This is an optimization exercise on Yosys and OpenROAD, whose aim is small area, a short achievable clock period and few clock cycles per item, not a production implementation. The RTL was checked by simulation tests, not by an equivalence proof against the original design. Power is estimated from default activity; no workload was simulated.

== run A ==
Design segment_tree_slot_allocator_unit, start of the top module:
module segment_tree_slot_allocator_unit #(
	parameter int unsigned SLOTS = stsa_pkg::SLOTS_DEFAULT
) (
	input  logic                     clk,
	input  logic                     arst_n,
	input  logic                     cfg_we,
	input  logic                     cfg_index,
	input  logic [stsa_pkg::CFG_DATA_W-1:0]    cfg_data,
	input  logic                     req_valid,
	output logic                     req_ready,
	input  logic                     req_opcode,
	input  logic [stsa_pkg::ADDR_W-1:0]        req_freed_address,
	output logic                     rsp_valid,
	input  logic                     rsp_ready,
	output logic [1:0]               rsp_status,
	output logic [stsa_pkg::ADDR_W-1:0]        rsp_block_address,
	output logic [stsa_pkg::SLOT_INDEX_W-1:0]  rsp_slot_index
);
	localparam int unsigned AW = stsa_pkg::ADDR_W;
	localparam int unsigned SW = stsa_pkg::SIZE_LOG2_W;
	localparam int unsigned NG = 16;    
	localparam int unsigned GS = 16;    
	logic       started_q;
	logic       ready_q;
	logic [2:0] inflight_q;
	logic       acc;
	logic       xfer;
	logic [2:0] inflight_d;
	assign acc  = req_valid & ready_q;
	assign xfer = rsp_valid & rsp_ready;
	assign inflight_d = inflight_q + {2'b0, acc} - {2'b0, xfer};
	always_ff @(posedge clk or negedge arst_n) begin
		if (!arst_n) begin
			started_q  <= 1'b0;
			ready_q    <= 1'b0;
			inflight_q <= '0;
		end else begin
			started_q  <= 1'b1;
			ready_q    <= (inflight_d <= 3'd4);
			inflight_q <= inflight_d;
		end
	end
	logic [AW-1:0] base_q;
	logic [SW-1:0] size_log2_q;
	logic          we_base;
	logic          we_size;
	assign we_base = cfg_we & (cfg_index == stsa_pkg::REG_BASE_ADDRESS);
	assign we_size = cfg_we & (cfg_index == stsa_pkg::REG_SLOT_SIZE_LOG2);
	always_ff @(posedge clk) begin
		if (we_base)         base_q <= cfg_data[AW-1:0];
		else if (!started_q) base_q <= '0;
		if (we_size)         size_log2_q <= cfg_data[SW-1:0];
  ...
Size in the first run: about 2700 cells after synthesis, ~480 flip-flops, ~120 I/O pins, about 25000 um^2 of cells after synthesis.
export LEC_CHECK = 0
export CAP_MARGIN = 20
export CORE_MARGIN = 2
export CORE_UTILIZATION = 35
export CTS_BUF_LIST = sky130_fd_sc_hd__clkbuf_8
export CTS_CLUSTER_DIAMETER = 50
export CTS_CLUSTER_SIZE = 20
export SLEW_MARGIN = 20
export SYNTH_HIERARCHICAL = 1
export SYNTH_MEMORY_MAX_BITS = 8192
export TNS_END_PERCENT = 10
create_clock -name core_clock -period 12.0 [get_ports {clk}]
standard.sh (not shown) runs the stock make flow with config.mk's settings and CLKGATE_MAP_FILE= SYNTH_SCRIPT=/design/flow/synth_recipe.tcl, a recipe that flattens the netlist after the stock synthesis.
==> flow/flow/run.sh <==
#!/bin/bash
# Layout flow: the standard flow (standard synthesis, floorplan, placement, CTS,
# routing) run through standard.sh, with two changes to how the layout is made:
#  - the timing repair aims for the setup margin in flow/margin.txt, so the critical
#    paths are sized and buffered to finish well inside the 12 ns clock period;
#  - the port buffers are plain buffers (flow/port_buffer.txt) instead of delay cells.
# The constraints (constraint.sdc, clock period, I/O delays) are unchanged.
# make's full output goes to flow_make.log; each ORFS step logs under orfs/logs/.
set -euo pipefail
MARGIN=$(cat flow/margin.txt)
PORTBUF=$(cat flow/port_buffer.txt)
bash standard.sh SETUP_SLACK_MARGIN="$MARGIN" BUFFER_PORTS_ARGS="-buffer_cell $PORTBUF" finish > flow_make.log 2>&1
==> flow/flow/margin.txt <==
8.3
==> flow/flow/port_buffer.txt <==
sky130_fd_sc_hd__buf_2
Run A completed every stage of the flow, and the final layout passed the timing, DRC and antenna checks.
Testbench counts of run A, summed over its fixed seeds: cycles 12,048, items 12,000.
## Diff of input files: run B against run A
- CORE_UTILIZATION now 45, was 35
==> flow/flow/port_buffer.txt <==
sky130_fd_sc_hd__buf_1
--- outcome ---
- Going from run A to run B, layout-stage area growth over the synthesis result moved down; power spent charging and discharging nets moved down.
- Of run A and run B, run B shows the lower number of buffers created by CTS, with run A above it.
- Between run A and run B, the flow reports placeable core region decreasing by more than 10%.
- Run B reached the end of the flow, and the finished layout is clean on the timing, DRC and antenna checks.
Modified inputs, run C compared to run B
- CTS_CLUSTER_DIAMETER removed (was 50)
- CTS_BUF_LIST removed (was sky130_fd_sc_hd__clkbuf_8)
- CTS_CLUSTER_SIZE removed (was 20)
- CORE_UTILIZATION changed from 45 to 35
==> flow/flow/port_buffer.txt <==
sky130_fd_sc_hd__buf_2
### Flow results
For run B, the slowest cell on the critical path was a2111oi_4, unlike run C, where it was o41ai_4.
Delta (run C minus run B): power consumed by the clock network up 41%, clock network fraction of design power grew by 7.7 points, achievable clock frequency went down, sequential share of layout area has decreased.
Input changes introduced in run D (baseline for comparison: run C):
- setting CTS_CLUSTER_DIAMETER to 50 for the first time
- setting CTS_CLUSTER_SIZE to 20 for the first time
- setting CTS_BUF_LIST to sky130_fd_sc_hd__clkbuf_8 for the first time
- removing TNS_END_PERCENT (formerly 10)
==> flow/flow/margin.txt <==
8.4
## What came out
Compared to run C, run D has part of the power in combinational logic 4.9 points higher. Run comparison: run C capturing instance or port of the critical path in_off_lo_q[14]; run D capturing instance or port of the critical path gfirst_q[15]. | critical path depth | run D vs run C | 8 higher |. The count of cells along the worst register-to-register path of run D is higher than that of run C. | global-route wire length before repair | run D vs run C | worse |. Register-to-register slack, run D and run C: smaller value in run D. Between run C and run D, final period utilization decreased.

========
## juniper
segment_tree_slot_allocator_unit, a different RTL version from the one above (not shown whole).
Size: about 2600 cells after synthesis, roughly 120 I/O pins, about 25000 um2 of cells after synthesis.
clock: 12.0 ns
lec_check: 0
cap_margin: 20
core_margin: 2
core_utilization: 35
cts_buf_list: sky130_fd_sc_hd__clkbuf_8
cts_cluster_diameter: 45
cts_cluster_size: 16
slew_margin: 20
synth_hierarchical: 1
synth_memory_max_bits: 8192
tns_end_percent: 10
==> flow/flow/margin.txt <==
8.2
==> flow/flow/port_buffer.txt <==
sky130_fd_sc_hd__buf_2
Scripts as last shown in full above: flow/flow/run.sh
juniper | stages: all done | timing, DRC, antenna: all pass
Testbench counts of juniper, summed over its fixed seeds: cycles 12,048, items 12,000.
#### Input delta (indigo over juniper)
==> flow/flow/margin.txt <==
8.5
==> flow/flow/port_buffer.txt <==
sky130_fd_sc_hd__buf_1
## What came out
Taking juniper as the reference point, the ratio of cells with drive above 1 in the final layout of indigo falls by 0.40 points.
Reported for juniper and indigo, number of rows created at floorplan turned out identical to the last digit.
indigo against juniper: final worst slack went down 0.088 ns; met2 routed wirelength went up.
juniper → indigo: multi-input logic cell count essentially unchanged; total vias in the final route increased 0.44%; final design area excluding fillers increased 3.0%; clock-pin slew on the worst setup and hold paths essentially unchanged.
Non-clock buffer count ends up lower on juniper.
Comparing juniper and indigo, the higher total power was measured on indigo.
What maple does differently from indigo at the input level:
- a change of CORE_UTILIZATION from 35 to 40
==> flow/flow/margin.txt <==
8.3
==> flow/flow/port_buffer.txt <==
sky130_fd_sc_hd__buf_2
Results
- Post-synthesis adder-cell area fraction came out exactly the same in maple and indigo.
- From indigo to maple the numbers moved as follows: fraction of the mapped netlist area in compound gates shows no meaningful change, number of cells in the finished layout apart from fillers fell by about 6%.
- Per the comparison of maple with indigo, hold slack went up by 0.0042 ns; clock-buffer cell count dropped 11.
- The final reports for maple and indigo show achievable frequency higher in the former.
- Comparing worst setup slack after layout for maple and indigo, the bigger number came from maple.
Setup changes, maple to xenon
- a change of CORE_UTILIZATION from 40 to 35
==> flow/flow/margin.txt <==
8.0
Notes after the runs:
No stage failed in xenon, and the final checks on the layout all came back clean. The clock network area share number comes out lower for xenon vs maple. Per the comparison of xenon with maple, total half-perimeter wirelength after legalization and detailed placement now larger, number of design-rule violations left by the first detailed-router iteration now larger. xenon reports its worst setup path startpoint as size_log2_q[4]$_SDFFCE_PN0P_ while maple reports base_q[19]$_SDFFCE_PN0P_. Comparing maple against xenon, there is no change at all in synthesized area.
diff inputs: xenon => raven
==> flow/flow/margin.txt <==
8.3
--- outcome ---
Against xenon as the reference, raven delivers a higher relative contribution of combinational cells to total power.
~same hold slack in xenon and raven
From raven to xenon, overall die height did not move at all.
xenon has a higher sequential share of cell area than raven.
Re number of synthesized register bits: no difference whatsoever between raven and xenon.
Of xenon and raven, the higher global-route usage belongs to raven.
Clock-pin slew on the worst setup and hold paths delta (xenon -> raven): insignificant
Comparing xenon against raven, there is no change at all in final setup violation count.
Compared with xenon, raven shows setup fix buffers added after clock tree synthesis that has gone up by more than 100%.
Status: leakage power summed over all cells parity (xenon, raven)
Compare xenon and raven | post-route total power higher: raven

port drivers added, routing unchanged:
No port has a modelled driver above. Below, the same layouts with a new extraction and two added sets of constraints. Step 1 sets driving cells, clkbuf_16 on the clock port and buf_2 on the other inputs (assumed; they add their load-dependent delay and slew). Step 2 times the ports against the registers' clock, not the clock port: input delays grow and output delays shrink by t, the midpoint of the rising clock arrivals with the driver on. Slacks: ideal / step 1 / step 2; pairs: ideal / step 1.
| run | t, ns | slack for setup (ns) | worst setup path at the end |
|---|---|---|---|
| run A | 0.769 | 7.976 / 7.999 / 7.229 | input to register |
| run B | 0.733 | 7.919 / 7.919 / 7.334 | input to register |
| run C | 0.685 | 7.824 / 7.861 / 7.176 | input to register |
| run D | 0.781 | 7.919 / 7.919 / 7.323 | input to register |
| juniper | 0.787 | 8.000 / 8.000 / 7.377 | input to register |
| indigo | 0.725 | 7.913 / 7.913 / 7.401 | input to register |
| maple | 0.790 | 8.000 / 8.000 / 7.277 | input to register |
| xenon | 0.790 | 7.896 / 7.896 / 7.343 | input to register |
| raven | 0.790 | 8.002 / 8.002 / 7.368 | input to register |
After both steps every run listed still meets setup and hold. For run A, which loses most, drivers alone change the setup slack by +0.023 ns; drivers and shift together by -0.747 ns.
